Context: an optimization exercise on an open-source flow, tuned for small area and a short achievable clock period. The choices shown serve that exercise and are no tape-out recipe.
The RTL of this run was laid out without a check of its function.
No activity file was given, so power comes from the tool's default toggle rates.

## design/flow/flow/run.sh

```bash
#!/bin/bash
set -euo pipefail
MARGIN=${MARGIN:-7.1}
PORTBUF=${PORTBUF:-sky130_fd_sc_hd__buf_1}
sed -e "s/SETUP_SLACK_MARGIN=[0-9.]*/SETUP_SLACK_MARGIN=$MARGIN/" \
    -e "s/\"\${@:-finish}\"/BUFFER_PORTS_ARGS='-buffer_cell $PORTBUF' \"\${@:-finish}\"/" \
    standard.sh > standard_flow.sh
bash standard_flow.sh > standard.log 2>&1
```

## design/flow/standard.sh

```bash
#!/bin/bash
# synth_recipe.tcl (not shown) runs the flow's synth.tcl, then flattens the netlist and writes it again
# the make line also repeats each setting of config.mk as NAME=value (left out here)
make -C /OpenROAD-flow-scripts/flow DESIGN_CONFIG=/design/flow/config.mk WORK_HOME=/design/flow/orfs CLKGATE_MAP_FILE= SYNTH_SCRIPT=/design/flow/synth_recipe.tcl "${@:-finish}"
```

## design/flow/config.mk

```make
export PLATFORM = sky130hd
export DESIGN_NAME = echo_train_gen
export DESIGN_NICKNAME = echo_train_gen
export VERILOG_FILES = /design/flow/design.v
export SDC_FILE = /design/flow/constraint.sdc
export NUM_CORES = 4
export LEC_CHECK = 0
export CAP_MARGIN = 20
export CORE_MARGIN = 2
export CORE_UTILIZATION = 50
export CTS_CLUSTER_DIAMETER = 120
export CTS_CLUSTER_SIZE = 25
export PLACE_DENSITY = 0.8
export SETUP_SLACK_MARGIN = 5
export SLEW_MARGIN = 20
```

## design/flow/constraint.sdc

```tcl
create_clock -name core_clock -period 10.5 [get_ports {clk}]
set_input_delay 2.1000 -clock core_clock [delete_from_list [all_inputs] [get_ports {clk}]]
set_output_delay 2.1000 -clock core_clock [all_outputs]
set_load 0.01 [all_outputs]
```

## design/flow/design.v

```verilog
module echo_train_gen #(
  parameter int N_ECHO  = 5,
  parameter int DW      = 10,
  parameter int CNT_W   = 16,
  parameter int PERIOD  = 200,
  parameter int NOISE_W = 4
) (
  input  logic                          clk,
  input  logic                          reset,
  input  logic                          start,
  input  logic                          stop,
  input  logic                          mode,
  input  logic                          noise_en,
  input  logic [8*(N_ECHO+1)-1:0]       amp_i,
  input  logic [CNT_W*(N_ECHO+1)-1:0]   delay_i,
  output logic [DW-1:0]                 sum_o,
  output logic [7:0]                    start_o,
  output logic                          busy,
  output logic                          frame_o
);
  localparam int NP = N_ECHO + 1;
  logic             run_q;
  logic             busy_q;    
  logic             last_q;
  logic             first_q;
  logic [7:0]       cnt_q;
  logic [15:0]      lfsr_q;
  logic [DW-1:0]    sum_q;
  logic [7:0]       st_q;
  logic             frame_q;
  logic [7:0]       amp_q [NP];
  logic [7:0]       pos_q [NP];
  logic [7:0]       sb_q  [NP];
  logic [7:0]       h1_q  [NP];
  logic             h2_q  [NP];
  logic             hc_q  [NP];
  logic [10:0]      y1_q, y2_q;
  logic [7:0]       p0_q;
  logic go, ld;
  assign go = run_q && !stop;
  assign ld = !run_q || last_q;
  logic [7:0] sb_d [NP];
  for (genvar k = 0; k < NP; k++) begin : g_shape
    logic [7:0] u;
    logic       win;
    logic [7:0] s4;
    assign u = pos_q[k];
    assign win = (u[7:4] == 4'd0 && u[3:0] <= 4'd11) || (u[7:2] == 6'h3F);
    localparam logic [127:0] SHAPE4 = 128'h230e0502050e23477cb9ebffebb97c47;
    assign s4 = SHAPE4[8*u[3:0] +: 8];
    assign sb_d[k] = win ? s4 : 8'd0;
  end
  logic [7:0] h1_d [NP];
  logic       h2_d [NP];
  logic       hc_d [NP];
  for (genvar k = 0; k < NP; k++) begin : g_mul
    etg_mul u_mul (.a(amp_q[k]), .s(sb_q[k]), .h1(h1_d[k]), .h2(h2_d[k]), .hc(hc_d[k]));
  end
  logic [10:0] y1_d, y2_d;
  etg_sum u_sum (
    .h1({h1_q[5], h1_q[4], h1_q[3], h1_q[2], h1_q[1], h1_q[0]}),
    .h2({h2_q[5], h2_q[4], h2_q[3], h2_q[2], h2_q[1], h2_q[0]}),
    .hc({hc_q[5], hc_q[4], hc_q[3], hc_q[2], hc_q[1], hc_q[0]}),
    .y1(y1_d), .y2(y2_d));
  logic       v0   [NP];
  for (genvar k = 0; k < NP; k++) begin : g_early
    assign v0[k] = (&pos_q[k]) && amp_q[k][7];
  end
  logic [7:0] sb_in [NP];    
  logic [1:0] h1_in [NP];    
  logic       hc_in [NP];
  logic [7:0] pos_in [NP];
  always_comb begin
    for (int k = 0; k < NP; k++) begin
      logic [7:0]  a;
      logic [15:0] d;
      logic        hz, d0, d1, d2;
      logic [8:0]  lo5;
      a  = amp_i[8*k +: 8];
      d  = delay_i[CNT_W*k +: CNT_W];
      hz = d[15:2] == 14'd0;
      d0 = hz && d[1:0] == 2'd0;
      d1 = hz && d[1:0] == 2'd1;
      d2 = hz && d[1:0] == 2'd2;
      lo5 = {1'b0, a[5:0], 2'b00} + {1'b0, a};
      sb_in[k]  = d0 ? 8'd14 : d1 ? 8'd5 : d2 ? 8'd2 : 8'd0;
      h1_in[k]  = d0 ? a[7:6] : {1'b0, d1 && a[7]};
      hc_in[k]  = d0 && lo5[8];
      pos_in[k] = (d[15:8] != 8'd0 || d[7:0] >= 8'(PERIOD)) ? 8'd13 : ~d[7:0];
    end
  end
  logic [2:0] x0;
  logic [4:0] x0n;
  logic s1, c1, s2, c2, s3, c3, s4, c4;
  assign s1 = v0[0] ^ v0[1] ^ v0[2];
  assign c1 = (v0[0] & v0[1]) | (v0[2] & (v0[0] ^ v0[1]));
  assign s2 = v0[3] ^ v0[4] ^ v0[5];
  assign c2 = (v0[3] & v0[4]) | (v0[5] & (v0[3] ^ v0[4]));
  assign s3 = s1 ^ s2 ^ lfsr_q[0];
  assign c3 = (s1 & s2) | (lfsr_q[0] & (s1 ^ s2));
  assign s4 = c1 ^ c2 ^ lfsr_q[1];
  assign c4 = (c1 & c2) | (lfsr_q[1] & (c1 ^ c2));
  assign x0  = {1'b0, c1, s1} + {1'b0, c2, s2};
  assign x0n = {1'b0, lfsr_q[3:2], s4, s3} + {1'b0, c4, c3, 1'b0};
  logic [10:0]   xs, xns;
  logic [DW-1:0] xsat, xnsat;
  assign xs    = y1_q + y2_q;
  assign xns   = y1_q + y2_q + 11'(lfsr_q[3:0]);
  assign xsat  = first_q ? 10'(x0)  : xs[10]  ? 10'd1023 : xs[9:0];
  assign xnsat = first_q ? 10'(x0n) : xns[10] ? 10'd1023 : xns[9:0];
  always_ff @(posedge clk or posedge reset) begin
    if (reset) begin
      run_q   <= 1'b0;
      busy_q  <= 1'b0;
      lfsr_q  <= 16'hACE1;
      sum_q   <= '0;
      st_q    <= '0;
      frame_q <= 1'b0;
    end else begin
      run_q   <= run_q ? !(stop || (last_q && !mode)) : (start && !stop);
      busy_q  <= busy_q ? !(stop || (last_q && !mode)) : (start && !stop);
      if (run_q) lfsr_q <= {lfsr_q[0] ^ lfsr_q[2] ^ lfsr_q[3] ^ lfsr_q[5], lfsr_q[15:1]};
      sum_q   <= go ? (noise_en ? xnsat : xsat) : 10'd0;
      st_q    <= go ? (first_q ? {7'd0, v0[0]} : p0_q) : 8'd0;
      frame_q <= go && last_q;
    end
  end
  always_ff @(posedge clk) begin
    cnt_q   <= ld ? 8'd0 : cnt_q + 8'd1;
    last_q  <= run_q && cnt_q == 8'(PERIOD - 2);
    first_q <= ld;
    for (int k = 0; k < NP; k++) begin
      if (ld) begin
        amp_q[k] <= amp_i[8*k +: 8];
        pos_q[k] <= pos_in[k];
        sb_q[k]  <= sb_in[k];
        h1_q[k]  <= {6'd0, h1_in[k]};
        h2_q[k]  <= 1'b0;
        hc_q[k]  <= hc_in[k];
      end else begin
        pos_q[k] <= pos_q[k] + 8'd1;
        sb_q[k]  <= sb_d[k];
        h1_q[k]  <= h1_d[k];
        h2_q[k]  <= h2_d[k];
        hc_q[k]  <= hc_d[k];
      end
    end
    y1_q <= y1_d;
    y2_q <= y2_d;
    p0_q <= h1_q[0] + {3'd0, h2_q[0], 3'd0, hc_q[0]};
  end
  assign sum_o   = sum_q;
  assign start_o = st_q;
  assign frame_o = frame_q;
  assign busy    = busy_q;
endmodule
module etg_mul (input logic [7:0] a, input logic [7:0] s, output logic [7:0] h1, output logic h2, output logic hc);
  logic t1, t2, t3, t4, t5, t6, t7, t8, t9, t10, t11, t12, t13, t14, t15, t16;
  logic t17, t18, t19, t20, t21, t22, t23, t24, t25, t26, t27, t28, t29, t30, t31, t32;
  logic t33, t34, t35, t36, t37, t38, t39, t40, t41, t42, t43, t44, t45, t46, t47, t48;
  logic t49, t50, t51, t52, t53, t54, t55, t56, t57, t58, t59, t60, t61, t62, t63, t64;
  logic t65, t66, t67, t68, t69, t70, t71, t72, t73, t74, t75, t76, t77, t78, t79, t80;
  logic t81, t82, t83, t84;
  assign t1 = (a[0] & s[6]) ^ (a[1] & s[5]);
  assign t2 = (a[0] & s[6]) & (a[1] & s[5]);
  assign {t4, t3} = (a[0] & s[7]) + (a[1] & s[6]) + (a[2] & s[5]);
  assign t5 = (a[3] & s[4]) ^ (a[4] & s[3]);
  assign t6 = (a[3] & s[4]) & (a[4] & s[3]);
  assign {t8, t7} = (a[1] & s[7]) + (a[2] & s[6]) + (a[3] & s[5]);
  assign t9 = (a[4] & s[4]) ^ (a[5] & s[3]);
  assign t10 = (a[4] & s[4]) & (a[5] & s[3]);
  assign {t12, t11} = (a[2] & s[7]) + (a[3] & s[6]) + (a[4] & s[5]);
  assign t13 = (a[0] & s[4]) ^ (a[1] & s[3]);
  assign t14 = (a[0] & s[4]) & (a[1] & s[3]);
  assign {t16, t15} = (a[0] & s[5]) + (a[1] & s[4]) + (a[2] & s[3]);
  assign t17 = (a[3] & s[2]) ^ (a[4] & s[1]);
  assign t18 = (a[3] & s[2]) & (a[4] & s[1]);
  assign {t20, t19} = t1 + (a[2] & s[4]) + (a[3] & s[3]);
  assign {t22, t21} = (a[4] & s[2]) + (a[5] & s[1]) + (a[6] & s[0]);
  assign {t24, t23} = t2 + t3 + t5;
  assign {t26, t25} = (a[5] & s[2]) + (a[6] & s[1]) + (a[7] & s[0]);
  assign {t28, t27} = t4 + t6 + t7;
  assign {t30, t29} = t9 + (a[6] & s[2]) + (a[7] & s[1]);
  assign {t32, t31} = t8 + t10 + t11;
  assign {t34, t33} = (a[5] & s[4]) + (a[6] & s[3]) + (a[7] & s[2]);
  assign {t36, t35} = t12 + (a[3] & s[7]) + (a[4] & s[6]);
  assign {t38, t37} = (a[5] & s[5]) + (a[6] & s[4]) + (a[7] & s[3]);
  assign {t40, t39} = (a[4] & s[7]) + (a[5] & s[6]) + (a[6] & s[5]);
  assign t41 = (a[0] & s[3]) ^ (a[1] & s[2]);
  assign t42 = (a[0] & s[3]) & (a[1] & s[2]);
  assign {t44, t43} = t13 + (a[2] & s[2]) + (a[3] & s[1]);
  assign {t46, t45} = t14 + t15 + t17;
  assign {t48, t47} = t16 + t18 + t19;
  assign {t50, t49} = t20 + t22 + t23;
  assign {t52, t51} = t24 + t26 + t27;
  assign {t54, t53} = t28 + t30 + t31;
  assign {t56, t55} = t32 + t34 + t35;
  assign {t58, t57} = t36 + t38 + t39;
  assign {t60, t59} = t40 + (a[5] & s[7]) + (a[6] & s[6]);
  assign t61 = (a[0] & s[2]) ^ (a[1] & s[1]);
  assign t62 = (a[0] & s[2]) & (a[1] & s[1]);
  assign {t64, t63} = t41 + (a[2] & s[1]) + (a[3] & s[0]);
  assign {t66, t65} = t42 + t43 + (a[4] & s[0]);
  assign {t68, t67} = t44 + t45 + (a[5] & s[0]);
  assign {t70, t69} = t46 + t47 + t21;
  assign {t72, t71} = t48 + t49 + t25;
  assign {t74, t73} = t50 + t51 + t29;
  assign {t76, t75} = t52 + t53 + t33;
  assign {t78, t77} = t54 + t55 + t37;
  assign {t80, t79} = t56 + t57 + (a[7] & s[4]);
  assign {t82, t81} = t58 + t59 + (a[7] & s[5]);
  assign {t84, t83} = t60 + (a[6] & s[7]) + (a[7] & s[6]);
  logic [15:0] r1;
  assign r1 = {1'b0, t84, t82, t80, t78, t76, t74, t72, t70, t68, t66, t64, t62, t61, (a[0] & s[1]), (a[0] & s[0])};
  logic [15:0] r2;
  assign r2 = {1'b0, (a[7] & s[7]), t83, t81, t79, t77, t75, t73, t71, t69, t67, t65, t63, (a[2] & s[0]), (a[1] & s[0]), 1'b0};
  logic [8:0] lo;
  logic [4:0] mid;
  logic [3:0] top;
  assign lo  = {1'b0, r1[7:0]} + {1'b0, r2[7:0]};
  assign mid = {1'b0, r1[11:8]} + {1'b0, r2[11:8]};
  assign top = r1[15:12] + r2[15:12];
  assign hc  = lo[8];
  assign h2  = mid[4];
  assign h1  = {top, mid[3:0]};
endmodule
module etg_sum (input logic [47:0] h1, input logic [5:0] h2, input logic [5:0] hc, output logic [10:0] y1, output logic [10:0] y2);
  logic t1, t2, t3, t4, t5, t6, t7, t8, t9, t10, t11, t12, t13, t14, t15, t16;
  logic t17, t18, t19, t20, t21, t22, t23, t24, t25, t26, t27, t28, t29, t30, t31, t32;
  logic t33, t34, t35, t36, t37, t38, t39, t40, t41, t42, t43, t44, t45, t46, t47, t48;
  logic t49, t50, t51, t52, t53, t54, t55, t56, t57, t58, t59, t60, t61, t62, t63, t64;
  logic t65, t66, t67, t68, t69, t70, t71, t72, t73, t74, t75, t76, t77, t78, t79, t80;
  logic t81, t82, t83, t84, t85, t86, t87, t88, t89, t90, t91, t92, t93, t94, t95, t96;
  logic t97, t98;
  assign {t2, t1} = h1[0] + hc[0] + h1[8];
  assign t3 = hc[1] ^ h1[16];
  assign t4 = hc[1] & h1[16];
  assign {t6, t5} = h1[4] + h2[0] + h1[12];
  assign t7 = h2[1] ^ h1[20];
  assign t8 = h2[1] & h1[20];
  assign {t10, t9} = t1 + t3 + hc[2];
  assign t11 = h1[24] ^ hc[3];
  assign t12 = h1[24] & hc[3];
  assign {t14, t13} = t2 + t4 + h1[1];
  assign {t16, t15} = h1[9] + h1[17] + h1[25];
  assign {t18, t17} = h1[2] + h1[10] + h1[18];
  assign t19 = h1[3] ^ h1[11];
  assign t20 = h1[3] & h1[11];
  assign {t22, t21} = t5 + t7 + h2[2];
  assign {t24, t23} = h1[28] + h2[3] + h1[36];
  assign {t26, t25} = t6 + t8 + h1[5];
  assign {t28, t27} = h1[13] + h1[21] + h1[29];
  assign {t30, t29} = h1[6] + h1[14] + h1[22];
  assign t31 = h1[7] ^ h1[15];
  assign t32 = h1[7] & h1[15];
  assign {t34, t33} = t9 + t11 + h1[32];
  assign {t36, t35} = t10 + t12 + t13;
  assign t37 = t15 ^ h1[33];
  assign t38 = t15 & h1[33];
  assign {t40, t39} = t14 + t16 + t17;
  assign {t42, t41} = h1[26] + h1[34] + h1[42];
  assign {t44, t43} = t18 + t19 + h1[19];
  assign {t46, t45} = h1[27] + h1[35] + h1[43];
  assign {t48, t47} = t20 + t21 + t23;
  assign {t50, t49} = h2[4] + h1[44] + h2[5];
  assign {t52, t51} = t22 + t24 + t25;
  assign {t54, t53} = t27 + h1[37] + h1[45];
  assign {t56, t55} = t26 + t28 + t29;
  assign {t58, t57} = h1[30] + h1[38] + h1[46];
  assign {t60, t59} = t30 + t31 + h1[23];
  assign {t62, t61} = h1[31] + h1[39] + h1[47];
  assign t63 = t33 ^ hc[4];
  assign t64 = t33 & hc[4];
  assign {t66, t65} = t34 + t35 + t37;
  assign {t68, t67} = t36 + t38 + t39;
  assign {t70, t69} = t40 + t42 + t43;
  assign {t72, t71} = t44 + t46 + t47;
  assign {t74, t73} = t48 + t50 + t51;
  assign {t76, t75} = t52 + t54 + t55;
  assign {t78, t77} = t56 + t58 + t59;
  assign t79 = t60 ^ t62;
  assign t80 = t60 & t62;
  assign t81 = t63 ^ h1[40];
  assign t82 = t63 & h1[40];
  assign {t84, t83} = t64 + t65 + h1[41];
  assign {t86, t85} = t66 + t67 + t41;
  assign {t88, t87} = t68 + t69 + t45;
  assign {t90, t89} = t70 + t71 + t49;
  assign {t92, t91} = t72 + t73 + t53;
  assign {t94, t93} = t74 + t75 + t57;
  assign {t96, t95} = t76 + t77 + t61;
  assign {t98, t97} = t78 + t79 + t32;
  logic [10:0] r1;
  assign r1 = {1'b0, t98, t96, t94, t92, t90, t88, t86, t84, t82, t81};
  logic [10:0] r2;
  assign r2 = {1'b0, t80, t97, t95, t93, t91, t89, t87, t85, t83, hc[5]};
  assign y1 = r1;
  assign y2 = r2;
endmodule
```

==> results.toml <==
[pwr]
ir_drop_uv = 94.57
powerDensity_nw_per_um2 = 87.81
p_leak_uw = 0.01168

[floorplanning]
die_y_um = 218.4
io-pin-count = 170
core_um2 = 45380
num_rows = 78
start_util_pct = 50.65
chipWidth_um = 218.4
die-area_um2 = 47700

[cts]
clock-sinks = 279
clk_latency_ps = 510
clk_pin_slew_ps = 100
cts_buffers = 15
clockBufferDepth = 3
cts_hold_buffers = 0
htree_levels = 1
cts_root_buf = "clkbuf_16"
cts_tree = "yes"

[yosys]
synth.largest_area_cell = "fa_1"
synth_fp_nets = 2978
syn_avg_cell_area_um2 = 9.806
synth-main-ff-cell = "dfxtp_1"
syn_area_um2 = 22990
yosysWarnings = 28
synth.top_cell.area_share_pct = 23.52
synth-edff-count = 48
ys_seq_elements = 279
async_flop_share_pct = 13.26
synth_cells = 2344
seq_area_frac_synth_pct = 27.24
netlist_top_cells_area = "fa_1 (24%), dfxtp_1 (17%), ha_1 (12%)"
synthDistinctLibCells = 68

[setup_path]
crit_path_frequent_cell = "fa_1"
cpPeakStageDelay_ps = 540
r2r_slack_ps = 6720
reg2regPathDepth = 12
r2r_start = "amp_q[3][2]"
crit_chain = "and2_1 -> fa_1 -> fa_2 -> inv_1 -> fa_1 -> fa_1 -> inv_1 -> ha_1 -> a21o_1 -> a21oi_2 -> xor2_1 -> nor2_1"
slowest_stage = "fa_2"
crit_type = "flip-flop to flip-flop"
cp_num_buf_inv = 2
crit_arrival_ps = 4170
crit_start = "amp_q[3][2]"
start_kind = "flip-flop"
worst_r2r_endpoint = "h1_q[3][3]"
cp-end-kind = "flip-flop"
path_delay_family = "adder cells"
crit_required_ps = 10900
cp_max_fo = 4

[hold_path]
hold_path_class = "flip-flop to flip-flop"
hold_path_depth = 0
hold_start = "hc_q[5]"
hold_end = "y2_q[0]"

[drt]
drt-total-wl_um = 51950
antenna_left = 0
wl_per_cell_um = 16.44
viasPerCell = 5.374
dr_total_vias = 16990
remaining_drc_errors = 0
first_pass_iters = 5
dr.first_iter.drc_count = 830

[cells_and_area]
drive_gt1_share_pct = 13.98
final_util_pct = 57.16
nNetsFinal = 3186
area_growth_syn_to_layout_pct = 12.86

[global_routing]
track_usage_pct = 21.75
use_met2_pct = 39.65
antenna_found_initial = 1
grt_remaining_overflow = 0
grt_first_pass_wirelength_um = 84930
grtUsageMet1_pct = 26.42
busiest_layer = "met2"
grt_pass1_vias = 17800
grt_max_degree = 68
use_met3_pct = 2.784

[timing]
final_max_slew_viol_count = 0
skew_ps = 18.24
tightest_slew_ps = 712.2
slew-limit-headroom_pct = 52.42
setup_tns_ps = 0
post-route-period-util_pct = 35.98
fin_crit_ps = 3778
finalHoldViolations = 0
finalSetupViolCount = 0
rsz0062_at_grt = "yes"
whs_ps = 424.9
max_freq_mhz = 264.7

[status]
status = "complete, no violations"

[flow_run]
cap_violations = 0

[placed_design]
dp_hpwl_um = 39940
globalplace.congestion = 0.9330
io_buffer_count = 169
[kinds of logic (layout without fill, tap and decap cells)]
kind of cell	Yosys count	in the layout	share of synthesized area (%)
xor gates and xnor gates	75	75	3.037
AOI/OAI and AO/OA	316	316	9.047
buffers and inverters	444	660	7.294
and+or+nand+nor	713	713	16.41
other	0	1	0
adders and majority gates	484	484	35.16
DFF	279	279	27.24
muxes	33	33	1.807
[report_power, final]
part / switching, uW / total (uW) / leakage [uW] / internal, uW
sequential: 83.2 / 1250 / 0.00253 / 1170
combinational: 197 / 373 / 0.00893 / 176
clock: 367 / 656 / 0.000216 / 289
[cells in the final DEF (no fill, tap or decap), drive strengths merged, types with 34 or more instances in the layout]
master / netlist / layout
inv: 393 / 395
fa: 270 / 270
and2: 264 / 264
buf: 4 / 241
ha: 214 / 214
dfxtp: 194 / 194
nand2: 188 / 188
nor2: 88 / 88
o21ai: 76 / 76
a21oi: 58 / 58
edfxtp: 48 / 48
xor2: 42 / 42
o22ai: 35 / 35
nor2b: 34 / 34
[sequential cells by signal, indices dropped and copies added (netlist names)]
signal   count
amp_q       48
h1_q        48
pos_q       48
sb_q        48
lfsr_q      16
sum_q       10
y1_q        10
y2_q        10
cnt_q        8
p0_q         8
st_q         8
h2_q         6
hc_q         6
busy_q       1
first_q      1
frame_q      1
last_q       1
run_q        1
[layout make-up]
| cell class | instances | area (um^2) |
|---|---|---|
| clock buffers | 23 | 426.7 |
| clock inverters | 2 | 20.02 |
| diodes | 1 | 2.502 |
| inverters | 393 | 1483 |
| well taps | 600 | 750.7 |
| flip-flops and latches | 279 | 6340 |
| fillers | 3742 | 19440 |
| multi-input cells | 1621 | 15690 |
| repair buffers | 242 | 1226 |
[what timing repair did]
item                                    CTS  global route
pin swaps                                63            83
setup buffers                            39            31
endpoints found under the setup margin   50            56
gates cloned                              0             0
gates resized for setup                 100           101
[metrics by stage]
stage               power [uW]  cells  area, um^2  setup slack, ps
global route              2395   3161       25940             6629
detailed placement        1602   3065       24370             6604
global placement          1578   3065       24370             6707
finish                    2278   3161       25940             6722
floorplan                 1483   2344       23160             6916
CTS                       2281   3129       25390             6765
[Yosys cell counts (all sizes together) (26+ instances only)]
cell type,instances
dfrtp,29
xor2,42
xnor2,33
dfxtp,194
o21ai,76
ha,214
inv,393
fa,270
nand2,188
nor2,88
nand2b,26
nor2b,34
o22ai,35
a21oi,58
and2,264
clkbuf,47
edfxtp,48
[metal layers]
metal / up-vias / share of wire [%]
met5: - / 0
met4: 0 / 3.1
met3: 97 / 4.5
met2: 467 / 51
met1: 8430 / 41
li1: 7994 / -
[worst max path at each step]
stage,endpoint,slack [ps],cells after the start
6_report,h1_q[3][3],6720,12
5_1_grt,h1_q[4][2],6630,13
4_1_cts,h2_q[1],6770,14
3_5_place_dp,sum_q[7],6600,6
3_3_place_gp,sum_q[7],6710,6
2_1_floorplan,hc_q[2],6920,5

## what the ideal ports hide
No port has a modelled driver above. Below, the same layout with a new extraction and two added sets of constraints.
Step 1 (the two cells are an assumption about what drives the block):
set clk [get_ports {clk}]
set_driving_cell -lib_cell sky130_fd_sc_hd__clkbuf_16 $clk
set_driving_cell -lib_cell sky130_fd_sc_hd__buf_2 [delete_from_list [all_inputs] $clk]
Step 2 moves the port delays by t, midway between the first and last clock arrival at a register: inputs arrive t later, outputs are due t later. That takes back most of the time a late clock gives input paths.
Three values: ideal ports, drivers, drivers and shift; two values: the first two.
t, ns: 0.559
slack for setup (ns): 6.722 / 6.722 / 6.689
slew at the worst register clock pin (ns): 0.11 / 0.11
worst slew at a driven data input, ns: 0.08
After both steps this run still meets setup and hold. For this run, drivers alone change the setup slack by 0.000 ns; drivers and shift together by -0.033 ns.
